From an optimization exercise on the open Yosys and OpenROAD flow, aimed at a short achievable clock period and few clock cycles; shortcuts taken in it are not production practice.
The RTL was checked by simulation tests, not by an equivalence proof against the original design.
Power is estimated from default activity; no workload was simulated.

--- design.v ---
package bcs_pkg;
  localparam int MaxVars = 16;
  localparam int MaxRules = 64;
  localparam int ValueBits = 8;
  localparam int VarBits = 4;
  localparam int RuleBits = 6;
  localparam logic [1:0] OpAdd = 2'd0;
  localparam logic [1:0] OpDom = 2'd1;
  localparam logic [1:0] OpSolve = 2'd2;
  localparam logic [1:0] StAccepted = 2'd0;
  localparam logic [1:0] StFull = 2'd1;
  localparam logic [1:0] StValue = 2'd2;
  localparam logic [1:0] StNone = 2'd3;
  localparam logic [2:0] RelEq = 3'd0;
  localparam logic [2:0] RelNe = 3'd1;
  localparam logic [2:0] RelLt = 3'd2;
  localparam logic [2:0] RelGt = 3'd3;
  localparam logic [2:0] RelLe = 3'd4;
  localparam logic [2:0] RelGe = 3'd5;
  typedef struct packed {
    logic [VarBits-1:0] a;
    logic [VarBits-1:0] b;
    logic [2:0] rel;
    logic absm;
    logic signed [8:0] k;
  } rule_t;
  typedef enum logic [3:0] {
    S_IDLE, S_NEXT, S_RREQ, S_RCHK, S_ACCEPT, S_BACK, S_OREQ, S_OUT
  } state_t;
  function automatic logic relate(input logic [2:0] rel, input logic signed [10:0] x,
                                  input logic signed [10:0] y);
    logic r;
    unique case (rel)
      RelEq: r = (x == y);
      RelNe: r = (x != y);
      RelLt: r = (x < y);
      RelGt: r = (x > y);
      RelLe: r = (x <= y);
      RelGe: r = (x >= y);
      default: r = 1'b0;
    endcase
    relate = r;
  endfunction
endpackage
module bcs_rule_mem (
  input  logic clk,
  input  logic we,
  input  logic [bcs_pkg::RuleBits-1:0] waddr,
  input  bcs_pkg::rule_t wdata,
  input  logic [bcs_pkg::RuleBits-1:0] raddr,
  output bcs_pkg::rule_t rdata
);
  localparam int W = 2 * bcs_pkg::VarBits + 13;   
  logic [W-1:0] mem [bcs_pkg::MaxRules];
  always_ff @(posedge clk) begin
    if (we) mem[waddr] <= wdata;
    rdata <= mem[raddr];
  end
endmodule
module bcs_val_mem (
  input  logic clk,
  input  logic we,
  input  logic [bcs_pkg::VarBits-1:0] waddr,
  input  logic signed [bcs_pkg::ValueBits-1:0] wdata,
  input  logic [bcs_pkg::VarBits-1:0] raddr,
  output logic signed [bcs_pkg::ValueBits-1:0] rdata
);
  logic signed [bcs_pkg::ValueBits-1:0] mem [bcs_pkg::MaxVars];
  always_ff @(posedge clk) begin
    if (we) mem[waddr] <= wdata;
    rdata <= mem[raddr];
  end
endmodule
module backtracking_constraint_solver (
  input  logic clk,
  input  logic rst,
  input  logic start,
  output logic busy,
  input  logic [1:0] op,
  input  logic [3:0] var_a,
  input  logic [3:0] var_b,
  input  logic [2:0] relation,
  input  logic abs_mode,
  input  logic signed [8:0] rule_const,
  input  logic signed [7:0] dom_min,
  input  logic signed [7:0] dom_max,
  input  logic num_vars_we,
  input  logic [4:0] num_vars_wdata,
  output logic strobe,
  output logic [1:0] status,
  output logic [3:0] var_index,
  output logic signed [7:0] value,
  output logic last
);
  localparam int VB = bcs_pkg::ValueBits;
  localparam int XB = bcs_pkg::VarBits;
  localparam int RB = bcs_pkg::RuleBits;
  bcs_pkg::state_t state, state_next;
  logic [4:0] num_vars;
  logic [RB:0] rule_count;
  logic signed [VB-1:0] dlo [bcs_pkg::MaxVars];
  logic signed [VB-1:0] dhi [bcs_pkg::MaxVars];
  logic signed [VB:0] cand [bcs_pkg::MaxVars];
  logic [XB-1:0] depth;
  logic [4:0] nv;
  logic [RB:0] ridx;
  bcs_pkg::rule_t rule_q;
  logic rwe;
  bcs_pkg::rule_t rwdata, rrdata;
  logic vwe;
  logic [XB-1:0] vraddr;
  logic signed [VB-1:0] vrdata;
  always_comb begin
    rwdata.a = var_a;
    rwdata.b = var_b;
    rwdata.rel = relation;
    rwdata.absm = abs_mode;
    rwdata.k = rule_const;
  end
  assign busy = (state != bcs_pkg::S_IDLE);
  logic acc;
  assign acc = start && !busy;
  assign rwe = acc && op == bcs_pkg::OpAdd && !rule_count[RB];
  bcs_rule_mem u_rules (
    .clk(clk), .we(rwe), .waddr(rule_count[RB-1:0]), .wdata(rwdata),
    .raddr(ridx[RB-1:0]), .rdata(rrdata)
  );
  assign rule_q = rrdata;
  logic ina, inb, applies;
  logic [XB-1:0] other;
  always_comb begin
    ina = (rule_q.a == depth);
    inb = (rule_q.b == depth);
    other = ina ? rule_q.b : rule_q.a;
    applies = (ina || inb) && (other < depth);
  end
  assign vraddr = (state == bcs_pkg::S_OREQ) ? depth : other;
  assign vwe = (state == bcs_pkg::S_ACCEPT);
  bcs_val_mem u_vals (
    .clk(clk), .we(vwe), .waddr(depth), .wdata(cand[depth][VB-1:0]),
    .raddr(vraddr), .rdata(vrdata)
  );
  logic signed [10:0] cv, ov, x, y, d;
  logic ok;
  always_comb begin
    cv = 11'(cand[depth]);
    ov = 11'(vrdata);
    x = ina ? cv : ov;
    y = ina ? ov : cv;
    d = x - y;
    if (d < 0) d = -d;
    if (rule_q.absm) ok = bcs_pkg::relate(rule_q.rel, d, 11'(rule_q.k));
    else ok = bcs_pkg::relate(rule_q.rel, x, y);
  end
  logic [4:0] nclamp;
  always_comb begin
    if (num_vars == 5'd0) nclamp = 5'd1;
    else if (num_vars > 5'(bcs_pkg::MaxVars)) nclamp = 5'(bcs_pkg::MaxVars);
    else nclamp = num_vars;
  end
  always_ff @(posedge clk) begin
    if (rst) state <= bcs_pkg::S_IDLE;
    else state <= state_next;
  end
  always_comb begin
    state_next = state;
    unique case (state)
      bcs_pkg::S_IDLE: if (acc && op == bcs_pkg::OpSolve) state_next = bcs_pkg::S_NEXT;
      bcs_pkg::S_NEXT: begin
        if (cand[depth] > 9'(dlo[depth]) && cand[depth] > 9'(dhi[depth]))
          state_next = bcs_pkg::S_BACK;
        else if (cand[depth] > 9'(dhi[depth])) state_next = bcs_pkg::S_BACK;
        else if (ridx >= rule_count) state_next = bcs_pkg::S_ACCEPT;
        else state_next = bcs_pkg::S_RREQ;
      end
      bcs_pkg::S_RREQ: state_next = bcs_pkg::S_RCHK;
      bcs_pkg::S_RCHK: state_next = bcs_pkg::S_NEXT;
      bcs_pkg::S_ACCEPT: state_next = (5'(depth) + 5'd1 >= nv) ? bcs_pkg::S_OREQ
                                                               : bcs_pkg::S_NEXT;
      bcs_pkg::S_BACK: state_next = (depth == '0) ? bcs_pkg::S_IDLE : bcs_pkg::S_NEXT;
      bcs_pkg::S_OREQ: state_next = bcs_pkg::S_OUT;
      bcs_pkg::S_OUT: state_next = (5'(depth) + 5'd1 >= nv) ? bcs_pkg::S_IDLE
                                                            : bcs_pkg::S_OREQ;
      default: state_next = bcs_pkg::S_IDLE;
    endcase
  end
  always_ff @(posedge clk) begin
    if (rst) begin
      num_vars <= 5'd1;
      rule_count <= '0;
      for (int i = 0; i < bcs_pkg::MaxVars; i++) begin
        dlo[i] <= '0;
        dhi[i] <= '0;
      end
      strobe <= 1'b0;
      depth <= '0;
      ridx <= '0;
    end else begin
      strobe <= 1'b0;
      if (num_vars_we) num_vars <= num_vars_wdata;
      unique case (state)
        bcs_pkg::S_IDLE: begin
          if (acc) begin
            unique case (op)
              bcs_pkg::OpAdd: begin
                strobe <= 1'b1;
                status <= rule_count[RB] ? bcs_pkg::StFull : bcs_pkg::StAccepted;
                var_index <= '0; value <= '0; last <= 1'b1;
                if (!rule_count[RB]) rule_count <= rule_count + 1'b1;
              end
              bcs_pkg::OpDom: begin
                strobe <= 1'b1;
                status <= bcs_pkg::StAccepted;
                var_index <= '0; value <= '0; last <= 1'b1;
                dlo[var_a] <= dom_min;
                dhi[var_a] <= dom_max;
              end
              bcs_pkg::OpSolve: begin
                nv <= nclamp;
                depth <= '0;
                ridx <= '0;
                cand[0] <= 9'(dlo[0]);
              end
              default: ;
            endcase
          end
        end
        bcs_pkg::S_NEXT: ;
        bcs_pkg::S_RREQ: ;
        bcs_pkg::S_RCHK: begin
          if (applies && !ok) begin
            cand[depth] <= cand[depth] + 1'b1;
            ridx <= '0;
          end else ridx <= ridx + 1'b1;
        end
        bcs_pkg::S_ACCEPT: begin
          ridx <= '0;
          if (5'(depth) + 5'd1 >= nv) depth <= '0;
          else begin
            depth <= depth + 1'b1;
            cand[depth + 1'b1] <= 9'(dlo[depth + 1'b1]);
          end
        end
        bcs_pkg::S_BACK: begin
          ridx <= '0;
          if (depth == '0) begin
            strobe <= 1'b1;
            status <= bcs_pkg::StNone;
            var_index <= '0; value <= '0; last <= 1'b1;
          end else begin
            depth <= depth - 1'b1;
            cand[depth - 1'b1] <= cand[depth - 1'b1] + 1'b1;
          end
        end
        bcs_pkg::S_OREQ: ;
        bcs_pkg::S_OUT: begin
          strobe <= 1'b1;
          status <= bcs_pkg::StValue;
          var_index <= depth;
          value <= vrdata;
          last <= (5'(depth) + 5'd1 >= nv);
          depth <= depth + 1'b1;
        end
        default: ;
      endcase
    end
  end
endmodule
--- run.sh ---
#!/bin/bash
# synth_recipe.tcl (not shown) runs the flow's synth.tcl, then flattens the netlist and writes it again
# the make line also repeats each setting of config.mk as NAME=value (left out here)
make -C /OpenROAD-flow-scripts/flow DESIGN_CONFIG=/design/flow/config.mk WORK_HOME=/design/flow/orfs CLKGATE_MAP_FILE= SYNTH_SCRIPT=/design/flow/synth_recipe.tcl finish
--- config.mk ---
export PLATFORM = sky130hd
export DESIGN_NAME = backtracking_constraint_solver
export DESIGN_NICKNAME = backtracking_constraint_solver
export VERILOG_FILES = /design/flow/design.v
export SDC_FILE = /design/flow/constraint.sdc
export NUM_CORES = 4
export LEC_CHECK = 0
export CAP_MARGIN = 20
export CORE_MARGIN = 2
export CORE_UTILIZATION = 40
export SLEW_MARGIN = 20
--- constraint.sdc ---
create_clock -name core_clock -period 10.0 [get_ports {clk}]
set_input_delay 2.0000 -clock core_clock [delete_from_list [all_inputs] [get_ports {clk}]]
set_output_delay 2.0000 -clock core_clock [all_outputs]
set_load 0.01 [all_outputs]
==> impl_metrics.env, run 1 <==
export IMPL_numCtsBuffers=195
export IMPL_htreeDepth=4
export IMPL_critPathSlowestCell="nor2_1"
export IMPL_cpMostUsedCell="o21a_1"
export IMPL_cp_max_fo=25
export IMPL_synthCells=3943
export IMPL_die_h_um=452
export IMPL_setup_viol=0
export IMPL_leakage_uw=0.0283
export IMPL_synth_edf_count=1892
export IMPL_path_clk_slew_ns=0.06
export IMPL_fin_area_um2=91100
export IMPL_drtIter0Drc=4175
export IMPL_critical_path_max_stage_delay_ns=0.83
export IMPL_cts_path_max_buffers=3
export IMPL_instances_no_fill=6962
export IMPL_tightest_slew_ns=1.05
export IMPL_slew_violations=0
export IMPL_cp_end_kind="flop"
export IMPL_layout_commonest_cell="edfxtp_1"
export IMPL_async_flop_share_pct=0
export IMPL_postPlaceCellArea_um2=84800
export IMPL_dp_hpwl_mm=115
export IMPL_layout_min_cycle_time_ns=8.73
export IMPL_min_from="num_vars[3]$_SDFFE_PP0P_"
export IMPL_cp_required_ns=10.45
export IMPL_drive_above_1_share_pct=28.8
export IMPL_vias=39479
export IMPL_peakVddDrop_v=0.000169
export IMPL_nets=4234
export IMPL_grt_antenna_before_repair=11
export IMPL_p_int_uw=13200
export IMPL_tns_ns=0
export IMPL_grt_max_degree=114
export IMPL_grt_pass1_wl_mm=288
export IMPL_layout_common_cells="edfxtp_1, mux4_2, and2_1, clkbuf_16, buf_4"
export IMPL_critPathArrivalTime_ns=9.18
export IMPL_fp_coreArea_um2=200000
export IMPL_post_route_util_pct=45.6
export IMPL_reg2reg_setup_slack_ns=1.27
export IMPL_synth_cell_type_count=88
export IMPL_grt_usage_pct=19.5
export IMPL_p_clk_share_pct=43.2
export IMPL_area_delta_synth_final_pct=13.4
export IMPL_hold_buffers=0
export IMPL_port_buffers=64
export IMPL_syn_avg_cell_area_um2=20.4
export IMPL_via_per_inst=5.67
export IMPL_synth_seq_area_share_pct=72.2
export IMPL_ys_warn_count=3
export IMPL_max_cap_violations=0
export IMPL_wire_per_inst_um=28.7
export IMPL_mappedNetlistArea_um2=80300
export IMPL_die_area_um2=204000
export IMPL_synth_nets=4039
export IMPL_overflow=0
export IMPL_insertion_delay_ns=0.85
export IMPL_status="no timing/DRC/antenna violations"
export IMPL_post_place_cells=6595
export IMPL_ys_ff_latch=1952
export IMPL_synthFlopType="edfxtp_1"
export IMPL_start_kind="flop"
export IMPL_max_freq_ghz=0.114
export IMPL_path_class="reg2reg"
export IMPL_ant_nets=0
export IMPL_min_path_type="reg2reg"
export IMPL_initial_utilization_pct=40.2
export IMPL_ios=65
export IMPL_power_switching_uw=3420
export IMPL_post_cts_buffers=0
export IMPL_die_w_um=452
export IMPL_p_sw_share_pct=20.6
export IMPL_first_pass_iters=6
export IMPL_drc_errors=0
export IMPL_power_per_cell_area_nw_per_um2=182
export IMPL_finalPower_uw=16600
export IMPL_routed_wl_mm=200
export IMPL_finalClockSkew_ns=0.0663
export IMPL_rows=164
export IMPL_grt_setup_unrepaired="no"
export IMPL_hold_viol=0
export IMPL_cts_root_buf="clkbuf_16"
export IMPL_grt_pass1_vias=39639
export IMPL_cts_tree="built"
export IMPL_cts_sink_count=1952
export IMPL_seqPwrFrac_pct=54.4
export IMPL_slew_headroom_pct=30.1
export IMPL_finalWeightedCongestion=0.835
export IMPL_combinationalPowerShare_pct=2.5
export IMPL_timing_final_crit_share_pct=87.3
export IMPL_cts_resized=0
stage by stage:
step | hold WS [ns] | worst slack (ns)
floorplan | 0.466 | 1.98
global placement | 0.503 | 1.38
detailed placement | 0.514 | 1.19
CTS | 0.529 | 1.14
global route | 0.557 | 0.578
finish | 0.522 | 1.27
area by class of cell:
class | instances | area, µm²
clock buffers | 245 | 5140
repair buffers | 222 | 1780
clock inverters | 118 | 1130
well taps | 2656 | 3320
flip-flops and latches | 1952 | 58000
inverters | 61 | 229
fillers | 16571 | 109000
diodes | 2 | 5.00
multi-input cells | 1706 | 21500
power by group through the flow:
stage / registers [µW] / clock network [µW] / logic (µW)
finish: 9030 / 7170 / 409
global route: 9030 / 7610 / 445
CTS: 9030 / 7300 / 411
detailed placement: 9200 / 0 / 409
global placement: 9200 / 0 / 401
floorplan: 9190 / 0 / 198
critical path, delay by kind of cell, from the launching register on:
kind	cells	cell delay [ns]
compound gates	15	2.94
buf+inv	3	0.87
simple gates	9	2.58
mux	2	0.72
flops	1	0.70
fa+ha+maj	2	0.52
worst paths after layout:
path	end	cells after the start
worst max-delay path	cand[0][1]$_DFFE_PP_	31
worst min-delay path	num_vars[3]$_SDFFE_PP0P_	2
worst max register to register	cand[0][1]$_DFFE_PP_	31
worst min register to register	num_vars[3]$_SDFFE_PP0P_	2
flip-flops by register name, indices dropped and copies added (netlist names), 8 cells and up, named ones only:
register,flops
cand,144
dhi,128
dlo,128
u_rules.mem,1344
u_rules.rdata,21
u_vals.mem,128
u_vals.rdata,8
value,8
cell families after synthesis:
family	after synthesis	synth area share, %
AO/OA/AOI/OAI	202	1.78
XOR/XNOR	50	0.555
adder cells (fa/ha/maj)	49	0.760
buffers and inverters	285	1.42
flip-flops	1952	72.2
multiplexers	678	18.5
other	1	0.00467
AND/OR/NAND/NOR	726	4.80
layer usage:
| metal | vias up | share of wire (%) | routed length [µm] | GRT usage [%] |
|---|---|---|---|---|
| li1 | 16587 | - | - | - |
| met1 | 21363 | 43 | 85300 | 27.7 |
| met2 | 1292 | 49 | 98700 | 31.9 |
| met3 | 233 | 6.0 | 12000 | 2.99 |
| met4 | 4 | 1.8 | 3550 | 4.34 |
| met5 | - | 0.011 | 22 | 0 |
synthesized netlist by cell type, types with 8 or more instances:
library cell	n	area (µm²)
a211oi_1	12	90.1
a21o_1	8	60.1
a21oi_1	47	235
a22oi_1	10	75.1
and2_1	281	1760
and3_1	11	68.8
buf_1	48	180
buf_2	10	50.1
clkbuf_1	160	601
dfxtp_1	60	1200
edfxtp_1	1892	56800
ha_1	48	601
inv_1	56	210
mux2_2	11	124
mux2i_1	25	250
mux4_2	637	14300
nand2_1	94	353
nand2b_1	20	125
nand3_1	30	150
nand4_1	9	56.3
nor2_1	175	657
nor2b_1	8	50.1
nor3_1	42	210
o21ai_0	41	205
o22ai_1	8	50.1
or2_2	20	125
xnor2_1	35	307
xor2_1	14	123
Testbench counts, summed over its fixed seeds: cycles 1,379,155.
==> run 2, diff against run 1 <==
--- a/design.v
+++ b/design.v
@@ -55,6 +55,6 @@
   always_ff @(posedge clk) begin
     if (we) mem[waddr] <= wdata;
-    rdata <= mem[raddr];
-  end
+  end
+  assign rdata = mem[raddr];
 endmodule
 module bcs_val_mem (
@@ -69,6 +69,6 @@
   always_ff @(posedge clk) begin
     if (we) mem[waddr] <= wdata;
-    rdata <= mem[raddr];
-  end
+  end
+  assign rdata = mem[raddr];
 endmodule
 module backtracking_constraint_solver (
@@ -135,5 +135,5 @@
     applies = (ina || inb) && (other < depth);
   end
-  assign vraddr = (state == bcs_pkg::S_OREQ) ? depth : other;
+  assign vraddr = (state == bcs_pkg::S_OREQ || state == bcs_pkg::S_OUT) ? depth : other;
   assign vwe = (state == bcs_pkg::S_ACCEPT);
   bcs_val_mem u_vals (
@@ -171,9 +171,12 @@
           state_next = bcs_pkg::S_BACK;
         else if (cand[depth] > 9'(dhi[depth])) state_next = bcs_pkg::S_BACK;
-        else if (ridx >= rule_count) state_next = bcs_pkg::S_ACCEPT;
-        else state_next = bcs_pkg::S_RREQ;
+        else state_next = bcs_pkg::S_RCHK;
       end
       bcs_pkg::S_RREQ: state_next = bcs_pkg::S_RCHK;
-      bcs_pkg::S_RCHK: state_next = bcs_pkg::S_NEXT;
+      bcs_pkg::S_RCHK: begin
+        if (ridx >= rule_count) state_next = bcs_pkg::S_ACCEPT;
+        else if (applies && !ok) state_next = bcs_pkg::S_NEXT;
+        else state_next = bcs_pkg::S_RCHK;
+      end
       bcs_pkg::S_ACCEPT: state_next = (5'(depth) + 5'd1 >= nv) ? bcs_pkg::S_OREQ
                                                                : bcs_pkg::S_NEXT;
@@ -229,5 +232,6 @@
         bcs_pkg::S_RREQ: ;
         bcs_pkg::S_RCHK: begin
-          if (applies && !ok) begin
+          if (ridx >= rule_count) ;
+          else if (applies && !ok) begin
             cand[depth] <= cand[depth] + 1'b1;
             ridx <= '0;
--- a/config.mk
+++ b/config.mk
@@ -9,3 +9,4 @@
 export CORE_MARGIN = 2
 export CORE_UTILIZATION = 40
+export SETUP_SLACK_MARGIN = 5
 export SLEW_MARGIN = 20
==> impl_metrics.env, run 2 <==
export IMPL_synth_edf_count=1892
export IMPL_cp_max_fo=13
export IMPL_p_sw_share_pct=20.9
export IMPL_p_int_uw=13100
export IMPL_drc_errors=0
export IMPL_synth_area_leaders="edfxtp_1, mux4_2, and2_1"
export IMPL_max_cap_violations=0
export IMPL_critPathSlowestCell="mux4_2"
export IMPL_grt_antenna_before_repair=6
export IMPL_routed_wl_mm=213
export IMPL_critical_path_max_stage_delay_ns=0.59
export IMPL_die_h_um=452
export IMPL_cts_path_max_buffers=3
export IMPL_first_pass_iters=7
export IMPL_reg2reg_setup_slack_ns=0.77
export IMPL_largest_register="u_rules.mem"
export IMPL_nets=4616
export IMPL_cts_root_buf="clkbuf_16"
export IMPL_hold_viol=0
export IMPL_top_usage_layer="met2"
export IMPL_finalPower_uw=16500
export IMPL_max_freq_ghz=0.108
export IMPL_path_class="reg2reg"
export IMPL_area_delta_synth_final_pct=17.2
export IMPL_fp_coreArea_um2=200000
export IMPL_use_met2_pct=33.6
export IMPL_tightest_slew_ns=1.06
export IMPL_p_clk_share_pct=43.1
export IMPL_cts_tree="built"
export IMPL_finalClockSkew_ns=0.0701
export IMPL_synth_seq_area_share_pct=71.6
export IMPL_power_switching_uw=3440
export IMPL_insertion_delay_ns=0.85
export IMPL_cts_sink_count=1929
export IMPL_grt_usage_pct=20.6
export IMPL_timing_final_crit_share_pct=92.3
export IMPL_critPathArrivalTime_ns=9.77
export IMPL_initial_utilization_pct=40.3
export IMPL_yosysTopAreaCellShare_pct=70.7
export IMPL_setup_ws_ns=0.767
export IMPL_via_per_inst=5.72
export IMPL_largest_reg_flops=1344
export IMPL_seqPwrFrac_pct=54.0
export IMPL_die_w_um=452
export IMPL_layout_min_cycle_time_ns=9.23
export IMPL_ys_ff_latch=1929
export IMPL_power_per_cell_area_nw_per_um2=175
export IMPL_path_clk_slew_ns=0.06
export IMPL_drive_above_1_share_pct=31.8
export IMPL_wire_per_inst_um=29.0
export IMPL_hold_buffers=0
export IMPL_yosysTopAreaCell="edfxtp_1"
export IMPL_leakage_uw=0.0297
export IMPL_synthCells=4096
export IMPL_tns_ns=0
export IMPL_combinationalPowerShare_pct=2.9
export IMPL_crit_end="cand[11][5]$_DFFE_PP_"
export IMPL_grt_pass1_wl_mm=305
export IMPL_syn_avg_cell_area_um2=19.6
export IMPL_dp_hpwl_mm=129
export IMPL_place_ws_ns=-0.00422
export IMPL_slew_violations=0
export IMPL_peakVddDrop_v=0.000152
export IMPL_setup_viol=0
export IMPL_slew_headroom_pct=29.0
export IMPL_met1_usage_pct=29.2
export IMPL_overflow=0
export IMPL_synth_common_cells="edfxtp_1, mux4_2, and2_1, nor2_1, mux2i_1"
export IMPL_cp_required_ns=10.54
export IMPL_r2r_cells=41
export IMPL_async_flop_share_pct=0
export IMPL_ant_nets=0
export IMPL_numCtsBuffers=195
export IMPL_mappedNetlistArea_um2=80400
export IMPL_drtIter0Drc=4743
export IMPL_synth_cell_type_count=92
export IMPL_layout_commonest_cell="edfxtp_1"
export IMPL_vias=41956
export IMPL_grt_pass1_vias=42297
export IMPL_rows=164
export IMPL_synthFlopType="edfxtp_1"
export IMPL_ios=65
export IMPL_synth_nets=4201
export IMPL_grt_max_degree=72
export IMPL_post_route_util_pct=47.2
export IMPL_instances_no_fill=7335
export IMPL_layout_common_cells="edfxtp_1, mux4_2, buf_4, and2_1, clkbuf_16"
export IMPL_finalWeightedCongestion=0.874
export IMPL_multi_input_area_um2=22400
export IMPL_grt_use_met3_pct=3.16
export IMPL_nFillCells=16356
export IMPL_ys_warn_count=3
export IMPL_start_kind="flop"
export IMPL_min_path_type="reg2reg"
export IMPL_cpMostUsedCell="a21oi_2"
export IMPL_post_place_cells=6883
export IMPL_cp_end_kind="flop"
export IMPL_synth_most_common_cell="edfxtp_1"
export IMPL_htreeDepth=4
export IMPL_regArea_um2=57600
export IMPL_status="no timing/DRC/antenna violations"
export IMPL_port_buffers=64
export IMPL_r2r_end="cand[11][5]$_DFFE_PP_"
export IMPL_grt_setup_unrepaired="yes"
export IMPL_die_area_um2=205000
==> run 2: cell count changes in the layout (fill, tap and decap cells not counted), sizes merged, moves of 23 or more <==
| cell | before | now |
|---|---|---|
| mux4 | 640 | 542 |
| o2111ai | 1 | 37 |
| buf | 179 | 409 |
| mux2 | 11 | 47 |
| dfxtp | 60 | 37 |
| mux2i | 27 | 130 |
| o211ai | 8 | 35 |
==> run 2: per-stage QoR <==
| stage | area (µm²) | hold slack, ns |
|---|---|---|
| 3_5_place_dp | 86300 | 0.487 |
| 3_3_place_gp | 86300 | 0.469 |
| 5_1_grt | 94200 | 0.533 |
| 2_1_floorplan | 80800 | 0.458 |
| 4_1_cts | 93500 | 0.496 |
| 6_report | 94200 | 0.491 |
==> run 2: worst max-delay path, delay by kind of cell (launching register included) <==
kind,cells,cell delay (ns)
multiplexers,8,2.70
AO/OA/AOI/OAI,13,2.15
AND/OR/NAND/NOR,9,1.59
buffers and inverters,9,1.45
adder cells (fa/ha/maj),2,0.51
flip-flops,1,0.43
==> run 2: cell type report <==
| class | instances | area share [%] |
|---|---|---|
| sequential | 1929 | 61.1 |
| tap | 2656 | 3.53 |
| clock buffer | 258 | 5.56 |
| clock inverter | 101 | 1.04 |
| antenna | 6 | 0.0159 |
| multi-input combinational | 1848 | 23.8 |
| inverter | 80 | 0.319 |
| timing repair buffer | 457 | 4.62 |
==> run 2: cells by family (layout without fill, tap and decap cells) <==
kind of cell,Yosys count,after routing,share of synthesized area [%]
compound gates,328,328,2.88
xor+xnor,44,44,0.531
fa+ha+maj,57,57,0.897
buf+inv,319,896,1.96
flops,1929,1929,71.6
mux,719,719,17.5
other cells,1,7,0.00467
simple gates,699,699,4.61
==> run 2: power by group through the flow <==
stage               logic (µW)  registers [µW]  clock network [µW]
floorplan                  196            9080                   0
global placement           439            9090                   0
detailed placement         446            9090                   0
CTS                        465            8920                7240
global route               514            8920                7560
finish                     477            8920                7120
==> run 2: routing by layer <==
| metal | routed length (µm) | share of wire, % |
|---|---|---|
| met1 | 89900 | 42 |
| met2 | 104000 | 49 |
| met3 | 14100 | 6.6 |
| met4 | 4540 | 2.1 |
| met5 | 38 | 0.018 |
==> run 2: worst min path at each step <==
stage                                    start                    to  slack [ns]  cells after the start
final                     ridx[6]$_SDFFE_PP0P_  ridx[6]$_SDFFE_PP0P_        0.49                      2
after global routing      ridx[6]$_SDFFE_PP0P_  ridx[6]$_SDFFE_PP0P_        0.53                      2
after CTS                 ridx[6]$_SDFFE_PP0P_  ridx[6]$_SDFFE_PP0P_        0.50                      2
after detailed placement  ridx[6]$_SDFFE_PP0P_  ridx[6]$_SDFFE_PP0P_        0.49                      2
after global placement    ridx[6]$_SDFFE_PP0P_  ridx[6]$_SDFFE_PP0P_        0.47                      2
after floorplan           ridx[6]$_SDFFE_PP0P_  ridx[6]$_SDFFE_PP0P_        0.46                      2
==> run 2: timing repair <==
action / 4_1_cts / 5_1_grt
gates cloned: 5 / 6
hold endpoints to repair: 0 / 0
setup endpoints to repair: 424 / 541
buffers inserted: 44 / 32
resized for setup: 74 / 71
pin swaps: 29 / 24
Testbench counts of run 2, summed over its fixed seeds: cycles 526,120.
==> run 3, diff against run 2 <==
--- a/design.v
+++ b/design.v
@@ -166,5 +166,5 @@
     state_next = state;
     unique case (state)
-      bcs_pkg::S_IDLE: if (acc && op == bcs_pkg::OpSolve) state_next = bcs_pkg::S_NEXT;
+      bcs_pkg::S_IDLE: if (acc && op == bcs_pkg::OpSolve) state_next = bcs_pkg::S_RCHK;
       bcs_pkg::S_NEXT: begin
         if (cand[depth] > 9'(dlo[depth]) && cand[depth] > 9'(dhi[depth]))
@@ -175,11 +175,11 @@
       bcs_pkg::S_RREQ: state_next = bcs_pkg::S_RCHK;
       bcs_pkg::S_RCHK: begin
-        if (ridx >= rule_count) state_next = bcs_pkg::S_ACCEPT;
-        else if (applies && !ok) state_next = bcs_pkg::S_NEXT;
+        if (cand[depth] > 9'(dhi[depth])) state_next = bcs_pkg::S_BACK;
+        else if (ridx >= rule_count) state_next = bcs_pkg::S_ACCEPT;
         else state_next = bcs_pkg::S_RCHK;
       end
       bcs_pkg::S_ACCEPT: state_next = (5'(depth) + 5'd1 >= nv) ? bcs_pkg::S_OREQ
-                                                               : bcs_pkg::S_NEXT;
-      bcs_pkg::S_BACK: state_next = (depth == '0) ? bcs_pkg::S_IDLE : bcs_pkg::S_NEXT;
+                                                               : bcs_pkg::S_RCHK;
+      bcs_pkg::S_BACK: state_next = (depth == '0) ? bcs_pkg::S_IDLE : bcs_pkg::S_RCHK;
       bcs_pkg::S_OREQ: state_next = bcs_pkg::S_OUT;
       bcs_pkg::S_OUT: state_next = (5'(depth) + 5'd1 >= nv) ? bcs_pkg::S_IDLE
@@ -232,5 +232,5 @@
         bcs_pkg::S_RREQ: ;
         bcs_pkg::S_RCHK: begin
-          if (ridx >= rule_count) ;
+          if (cand[depth] > 9'(dhi[depth]) || ridx >= rule_count) ;
           else if (applies && !ok) begin
             cand[depth] <= cand[depth] + 1'b1;
==> impl_metrics.env, run 3 <==
export IMPL_status="no timing/DRC/antenna violations"
export IMPL_routed_wl_mm=212
export IMPL_hold_viol=0
export IMPL_layout_commonest_cell="edfxtp_1"
export IMPL_hold_buffers=0
export IMPL_ys_warn_count=3
export IMPL_initial_utilization_pct=40.2
export IMPL_ant_nets=0
export IMPL_drive_above_1_share_pct=31.1
export IMPL_grt_antenna_before_repair=7
export IMPL_cts_root_buf="clkbuf_16"
export IMPL_critPathArrivalTime_ns=9.83
export IMPL_yosysTopAreaCell="edfxtp_1"
export IMPL_tightest_slew_ns=1.21
export IMPL_die_area_um2=204000
export IMPL_leakage_uw=0.0302
export IMPL_synth_seq_area_share_pct=71.8
export IMPL_multi_input_area_um2=22700
export IMPL_synthFlopType="edfxtp_1"
export IMPL_grt_pass1_wl_mm=305
export IMPL_ys_ff_latch=1929
export IMPL_numCtsBuffers=196
export IMPL_grt_pass1_vias=42529
export IMPL_die_h_um=452
export IMPL_via_per_inst=5.71
export IMPL_nFillCells=16471
export IMPL_wire_per_inst_um=28.6
export IMPL_max_cap_violations=0
export IMPL_ios=65
export IMPL_synth_area_leaders="edfxtp_1, mux4_2, mux2i_1"
export IMPL_insertion_delay_ns=0.86
export IMPL_post_route_util_pct=47.6
export IMPL_grt_setup_unrepaired="yes"
export IMPL_largest_reg_flops=1344
export IMPL_grt_max_degree=79
export IMPL_setup_viol=0
export IMPL_dp_hpwl_mm=127
export IMPL_mappedNetlistArea_um2=80200
export IMPL_largest_register="u_rules.mem"
export IMPL_critPathSlowestCell="mux4_2"
export IMPL_yosysTopAreaCellShare_pct=70.9
export IMPL_drtIter0Drc=5038
export IMPL_slew_headroom_pct=18.5
export IMPL_cts_tree="built"
export IMPL_cts_sink_count=1929
export IMPL_synthCells=4152
export IMPL_first_pass_iters=6
export IMPL_nets=4693
export IMPL_synth_edf_count=1892
export IMPL_die_w_um=452
export IMPL_regArea_um2=57600
export IMPL_htreeDepth=4
export IMPL_finalWeightedCongestion=0.868
export IMPL_cpMostUsedCell="buf_4"
export IMPL_vias=42334
export IMPL_synth_cell_type_count=84
export IMPL_min_path_type="reg2reg"
export IMPL_cp_required_ns=10.55
export IMPL_timing_final_crit_share_pct=92.8
export IMPL_layout_min_cycle_time_ns=9.28
export IMPL_cp_max_fo=7
export IMPL_finalClockSkew_ns=0.0400
export IMPL_drc_errors=0
export IMPL_power_per_cell_area_nw_per_um2=210
export IMPL_fp_coreArea_um2=199000
export IMPL_critical_path_max_stage_delay_ns=0.55
export IMPL_area_delta_synth_final_pct=18.4
export IMPL_slew_violations=0
export IMPL_async_flop_share_pct=0
export IMPL_path_clk_slew_ns=0.07
export IMPL_overflow=0
export IMPL_peakVddDrop_v=0.000187
export IMPL_max_freq_ghz=0.108
export IMPL_rows=164
export IMPL_layout_common_cells="edfxtp_1, mux4_2, buf_4, and2_1, mux2i_1"
export IMPL_port_buffers=64
export IMPL_synth_most_common_cell="edfxtp_1"
export IMPL_start_kind="flop"
export IMPL_grt_usage_pct=20.6
export IMPL_cp_end_kind="flop"
export IMPL_path_class="reg2reg"
export IMPL_synth_nets=4257
export IMPL_cts_path_max_buffers=3
export IMPL_synth_common_cells="edfxtp_1, mux4_2, and2_1, mux2i_1, nor2_1"
export IMPL_timing_hold_ws_ns=0.533
export IMPL_syn_avg_cell_area_um2=19.3
[run 3: cell count changes in the layout (fill, tap and decap cells not counted), sizes merged, moves of 14 or more]
cell	delta
mux2i	+83
nand2	+39
o2111ai	-37
mux2	-34
mux4	-33
nand3	+33
a22oi	+29
inv	-28
o211ai	-27
clkbuf	-23
buf	+14
nor3	-14
o21ai	-14
[run 3: metrics by stage]
step	power, µW	instance area (µm²)	TNS (ns)	setup slack (ns)	instances
after CTS	19800	94300	0	0.818	7378
after detailed placement	12300	86400	-13.69	-0.259	6946
after global placement	12300	86300	-4.74	-0.137	6942
after global routing	20600	94900	0	0.363	7408
after floorplan	11100	80600	0	1.27	4152
final	19900	94900	0	0.719	7408
[run 3: logic make-up after synthesis]
logic type / Yosys count / share of synthesized area (%)
flops: 1929 / 71.8
simple gates: 789 / 5.17
mux: 735 / 17.1
compound gates: 307 / 2.91
buf+inv: 288 / 1.59
fa+ha+maj: 57 / 0.899
xor+xnor: 46 / 0.502
other cells: 1 / 0.00468
[run 3: final cells by class]
| cell class | count | share of cell area [%] |
|---|---|---|
| well taps | 2656 | 3.50 |
| flip-flops and latches | 1929 | 60.7 |
| inverters | 49 | 0.199 |
| multi-input cells | 1936 | 23.9 |
| clock inverters | 127 | 1.47 |
| repair buffers | 476 | 4.99 |
| clock buffers | 234 | 5.32 |
| diodes | 1 | 0.00264 |
[run 3: final timing paths]
path	from	endpoint	slack, ns	cells past startpoint
worst max-delay path	flop	cand[8][6]$_DFFE_PP_	0.72	43
worst min-delay path	num_vars[1]$_SDFFE_PP0P_	num_vars[1]$_SDFFE_PP0P_	0.53	2
worst max register to register	flop	cand[8][6]$_DFFE_PP_	0.72	43
worst min register to register	num_vars[1]$_SDFFE_PP0P_	num_vars[1]$_SDFFE_PP0P_	0.53	2
[run 3: power by group]
group	total, µW	leakage (µW)	switching [µW]	internal, µW
clock	7320	0.00311	3150	4170
combinational	3470	0.00945	1920	1560
sequential	9110	0.0177	59.9	9050
[run 3: critical path: cells and delay by family, from the launching register on]
family | cells | cell delay, ns
AND/OR/NAND/NOR | 8 | 1.91
multiplexers | 2 | 0.81
buffers and inverters | 14 | 1.95
flip-flops | 1 | 0.36
adder cells (fa/ha/maj) | 2 | 0.50
AO/OA/AOI/OAI | 16 | 3.36
XOR/XNOR | 1 | 0.09
[run 3: repair_timing]
item,4_1_cts,5_1_grt
hold endpoints to repair,0,0
pin swaps,67,29
gates resized for setup,117,58
buffers inserted,59,22
endpoints found under the setup margin,304,316
gates cloned,12,5
[run 3: routing by layer]
| metal | global-route usage, % | share of wire (%) | vias up |
|---|---|---|---|
| li1 | - | - | 17810 |
| met1 | 29.7 | 43 | 22593 |
| met2 | 32.8 | 48 | 1605 |
| met3 | 3.19 | 6.6 | 324 |
| met4 | 5.68 | 2.6 | 2 |
| met5 | 0 | 0.0047 | - |
Testbench counts of run 3, summed over its fixed seeds: cycles 481,397.
==> run 4, diff against run 3 <==
--- a/design.v
+++ b/design.v
@@ -124,6 +124,29 @@
   bcs_rule_mem u_rules (
     .clk(clk), .we(rwe), .waddr(rule_count[RB-1:0]), .wdata(rwdata),
-    .raddr(ridx[RB-1:0]), .rdata(rrdata)
+    .raddr(cur_r), .rdata(rrdata)
   );
+  logic [XB-1:0] sa [bcs_pkg::MaxRules];
+  logic [XB-1:0] sb [bcs_pkg::MaxRules];
+  always_ff @(posedge clk) begin
+    if (rwe) begin
+      sa[rule_count[RB-1:0]] <= var_a;
+      sb[rule_count[RB-1:0]] <= var_b;
+    end
+  end
+  logic [RB-1:0] cur_r;
+  logic cur_none;
+  always_comb begin
+    logic [bcs_pkg::MaxRules-1:0] appl;
+    for (int r = 0; r < bcs_pkg::MaxRules; r++)
+      appl[r] = (7'(r) < rule_count) && (7'(r) >= ridx)
+                && ((sa[r] == depth && sb[r] < depth) || (sb[r] == depth && sa[r] < depth));
+    cur_r = '0;
+    cur_none = 1'b1;
+    for (int r = bcs_pkg::MaxRules - 1; r >= 0; r--)
+      if (appl[r]) begin
+        cur_r = 6'(r);
+        cur_none = 1'b0;
+      end
+  end
   assign rule_q = rrdata;
   logic ina, inb, applies;
@@ -176,5 +199,5 @@
       bcs_pkg::S_RCHK: begin
         if (cand[depth] > 9'(dhi[depth])) state_next = bcs_pkg::S_BACK;
-        else if (ridx >= rule_count) state_next = bcs_pkg::S_ACCEPT;
+        else if (cur_none) state_next = bcs_pkg::S_ACCEPT;
         else state_next = bcs_pkg::S_RCHK;
       end
@@ -232,9 +255,9 @@
         bcs_pkg::S_RREQ: ;
         bcs_pkg::S_RCHK: begin
-          if (cand[depth] > 9'(dhi[depth]) || ridx >= rule_count) ;
+          if (cand[depth] > 9'(dhi[depth]) || cur_none) ;
           else if (applies && !ok) begin
             cand[depth] <= cand[depth] + 1'b1;
             ridx <= '0;
-          end else ridx <= ridx + 1'b1;
+          end else ridx <= 7'(cur_r) + 1'b1;
         end
         bcs_pkg::S_ACCEPT: begin
==> impl_metrics.env, run 4 <==
export IMPL_status="failed layout checks"
export IMPL_failed_checks="setup timing"
export IMPL_first_pass_iters=6
export IMPL_drive_above_1_share_pct=27.5
export IMPL_slew_violations=0
export IMPL_post_place_cells=12172
export IMPL_ant_nets=0
export IMPL_cts_root_buf="clkbuf_16"
export IMPL_initial_utilization_pct=40.3
export IMPL_hold_viol=0
export IMPL_layout_commonest_cell="edfxtp_1"
export IMPL_syn_avg_cell_area_um2=12.5
export IMPL_finalWeightedCongestion=1.16
export IMPL_area_delta_synth_final_pct=26.4
export IMPL_grt_max_degree=122
export IMPL_timing_hold_ws_ns=0.522
export IMPL_synth_edf_count=1892
export IMPL_die_w_um=497
export IMPL_largest_reg_flops=931
export IMPL_critPathSlowestCell="or4_4"
export IMPL_drc_errors=0
export IMPL_yosysTopAreaCell="edfxtp_1"
export IMPL_layout_min_cycle_time_ns=12.99
export IMPL_grt_pass1_wl_mm=532
export IMPL_cp_max_fo=11
export IMPL_vias=74099
export IMPL_largest_register="u_rules.mem"
export IMPL_htreeDepth=4
export IMPL_dp_hpwl_mm=266
export IMPL_slew_headroom_pct=18.7
export IMPL_layout_common_cells="edfxtp_1, buf_4, nand2_1, nand3_1, ha_1"
export IMPL_synthCells=7791
export IMPL_power_per_cell_area_nw_per_um2=147
export IMPL_synth_cell_type_count=130
export IMPL_min_path_type="reg2reg"
export IMPL_start_kind="flop"
export IMPL_finalClockSkew_ns=0.0787
export IMPL_leakage_uw=0.0458
export IMPL_yosysTopAreaCellShare_pct=58.5
export IMPL_rows=180
export IMPL_fin_area_um2=123000
export IMPL_cp_end_kind="flop"
export IMPL_numCtsBuffers=209
export IMPL_cts_path_max_buffers=3
export IMPL_path_clk_slew_ns=0.06
export IMPL_tns_ns=-837.57
export IMPL_instances_no_fill=12680
export IMPL_async_flop_share_pct=0
export IMPL_wire_per_inst_um=29.8
export IMPL_cts_sink_count=1923
export IMPL_grt_pass1_vias=71941
export IMPL_ys_warn_count=3
export IMPL_postPlaceCellArea_um2=113000
export IMPL_path_class="reg2reg"
export IMPL_overflow=0
export IMPL_max_freq_ghz=0.0770
export IMPL_setup_ws_ns=-2.99
export IMPL_insertion_delay_ns=0.91
export IMPL_routed_wl_mm=377
export IMPL_synth_area_leaders="edfxtp_1, ha_1, nand2_1"
export IMPL_critPathTopFamily="compound AO/OA/AOI/OAI gates"
export IMPL_tightest_slew_ns=1.21
export IMPL_grt_antenna_before_repair=20
export IMPL_setup_viol=295
export IMPL_place_ws_ns=-4.00
export IMPL_cpMostUsedCell="buf_4"
export IMPL_synth_nets=8401
export IMPL_max_cap_violations=0
export IMPL_peakVddDrop_v=0.000165
export IMPL_critPathArrivalTime_ns=13.76
export IMPL_cp_num_buf_inv=16
export IMPL_cp_required_ns=10.77
export IMPL_ios=65
export IMPL_hold_buffers=0
export IMPL_critical_path_max_stage_delay_ns=0.44
export IMPL_port_buffers=64
export IMPL_die_area_um2=247000
export IMPL_synthFlopType="edfxtp_1"
export IMPL_synth_most_common_cell="edfxtp_1"
export IMPL_drtIter0Drc=9175
export IMPL_cts_tree="built"
export IMPL_ys_ff_latch=1923
export IMPL_mappedNetlistArea_um2=97100
export IMPL_die_h_um=497
export IMPL_nets=9913
export IMPL_via_per_inst=5.84
export IMPL_synth_common_cells="edfxtp_1, nand2_1, nand3_1, ha_1, nor2_1"
export IMPL_grt_setup_unrepaired="yes"
export IMPL_synth_seq_area_share_pct=59.2
export IMPL_timing_final_crit_share_pct=130
export IMPL_grt_usage_pct=30.2
export IMPL_fp_coreArea_um2=241000
==> run 4: cell count changes after synthesis, moves of 55 or more <==
cell | before | now
nor2_1 | 179 | 314
nand2_1 | 116 | 1212
mux2i_1 | 213 | 295
mux4_2 | 509 | 175
clkbuf_1 | 122 | 237
a211oi_1 | 7 | 62
nand3_1 | 66 | 566
nor3_1 | 19 | 94
nand4_1 | 11 | 78
inv_1 | 44 | 237
ha_1 | 56 | 561
o211ai_1 | 8 | 125
a21oi_1 | 50 | 262
o21ai_0 | 24 | 295
==> run 4: final timing paths <==
| check | cells after the start | to | startpoint | slack [ns] |
|---|---|---|---|---|
| worst max-delay path | 68 | cand[11][2]$_DFFE_PP_ | depth[1]$_SDFFE_PP0P_ | -2.99 |
| worst min-delay path | 2 | num_vars[1]$_SDFFE_PP0P_ | num_vars[1]$_SDFFE_PP0P_ | 0.52 |
| worst max register to register | 68 | cand[11][2]$_DFFE_PP_ | depth[1]$_SDFFE_PP0P_ | -2.99 |
| worst min register to register | 2 | num_vars[1]$_SDFFE_PP0P_ | num_vars[1]$_SDFFE_PP0P_ | 0.52 |
==> run 4: logic make-up after synthesis <==
family,count (synthesis),share of synthesized area [%]
simple gates,2883,14.1
flops,1923,59.2
compound gates,1230,8.68
buf+inv,655,3.02
fa+ha+maj,562,7.25
mux,493,7.37
xor+xnor,44,0.397
other cells,1,0.00386
==> run 4: per-stage QoR <==
step | utilization [%] | total power (µW)
final | 50.9 | 18000
after floorplan | - | 9510
after global routing | 50.9 | 18400
after global placement | 46.7 | 10000
after detailed placement | 46.7 | 10000
after CTS | 50.6 | 18000
==> run 4: area by class of cell <==
class	count	area (µm²)
Multi-Input combinational cell	5222	38700
Clock buffer	245	5370
Antenna cell	11	27.5
Fill cell	20905	118000
Inverter	241	947
Sequential cell	1923	57500
Tap cell	3185	3990
Clock inverter	147	1770
Timing Repair Buffer	1706	14300
==> run 4: metal layers <==
| layer | vias to the layer above | GRT usage, % | wire [µm] |
|---|---|---|---|
| met2 | 3535 | 45.1 | 165000 |
| met1 | 37210 | 42.1 | 159000 |
| met4 | 4 | 13.6 | 19700 |
| li1 | 32579 | - | - |
| met3 | 771 | 6.56 | 33600 |
| met5 | - | 0 | 30 |
==> run 4: repair_timing <==
action / in CTS / in global routing
endpoints found under the setup margin: 306 / 306
pin swaps: 63 / 39
gates cloned: 19 / 2
buffers inserted: 68 / 16
gates resized for setup: 275 / 93
==> run 4: power breakdown <==
| group | switching, µW | internal, µW | total (µW) |
|---|---|---|---|
| Sequential | 26.0 | 8900 | 8930 |
| Combinational | 608 | 394 | 1000 |
| Clock | 3380 | 4660 | 8040 |
| Total | 4010 | 14000 | 18000 |
==> run 4: worst min-delay path, cell delays in order, from the launching register on <==
cell and delay (ns):
dfxtp_1 0.34, mux2i_1 0.07, nor2_1 0.07
Testbench counts of run 4, summed over its fixed seeds: cycles 121,757.

-- re-timing with driven ports --
The results above use ideal ports. As a check the final layouts listed here were re-extracted and re-timed, cells and wires unchanged.
Step 1: set_driving_cell puts a clkbuf_16 on clk and a buf_2 on each other input, an assumption about the parent block.
Step 2 also shifts input and output timing later by t, the mid clock arrival at the registers, as if the neighbouring blocks saw the same clock.
a / b / c = no drivers / after step 1 / after step 2; a / b = the first two.
run | t, ns | slack for setup (ns) | worst data-port slew with drivers (ns)
run 1 | 0.899 | 1.265 / 1.265 / 1.265 | 0.13
run 2 | 0.910 | 0.767 / 0.767 / 0.767 | 0.10
run 3 | 0.926 | 0.719 / 0.719 / 0.719 | 0.11
run 4 | 0.977 | -2.990 / -2.990 / -2.990 | 0.15
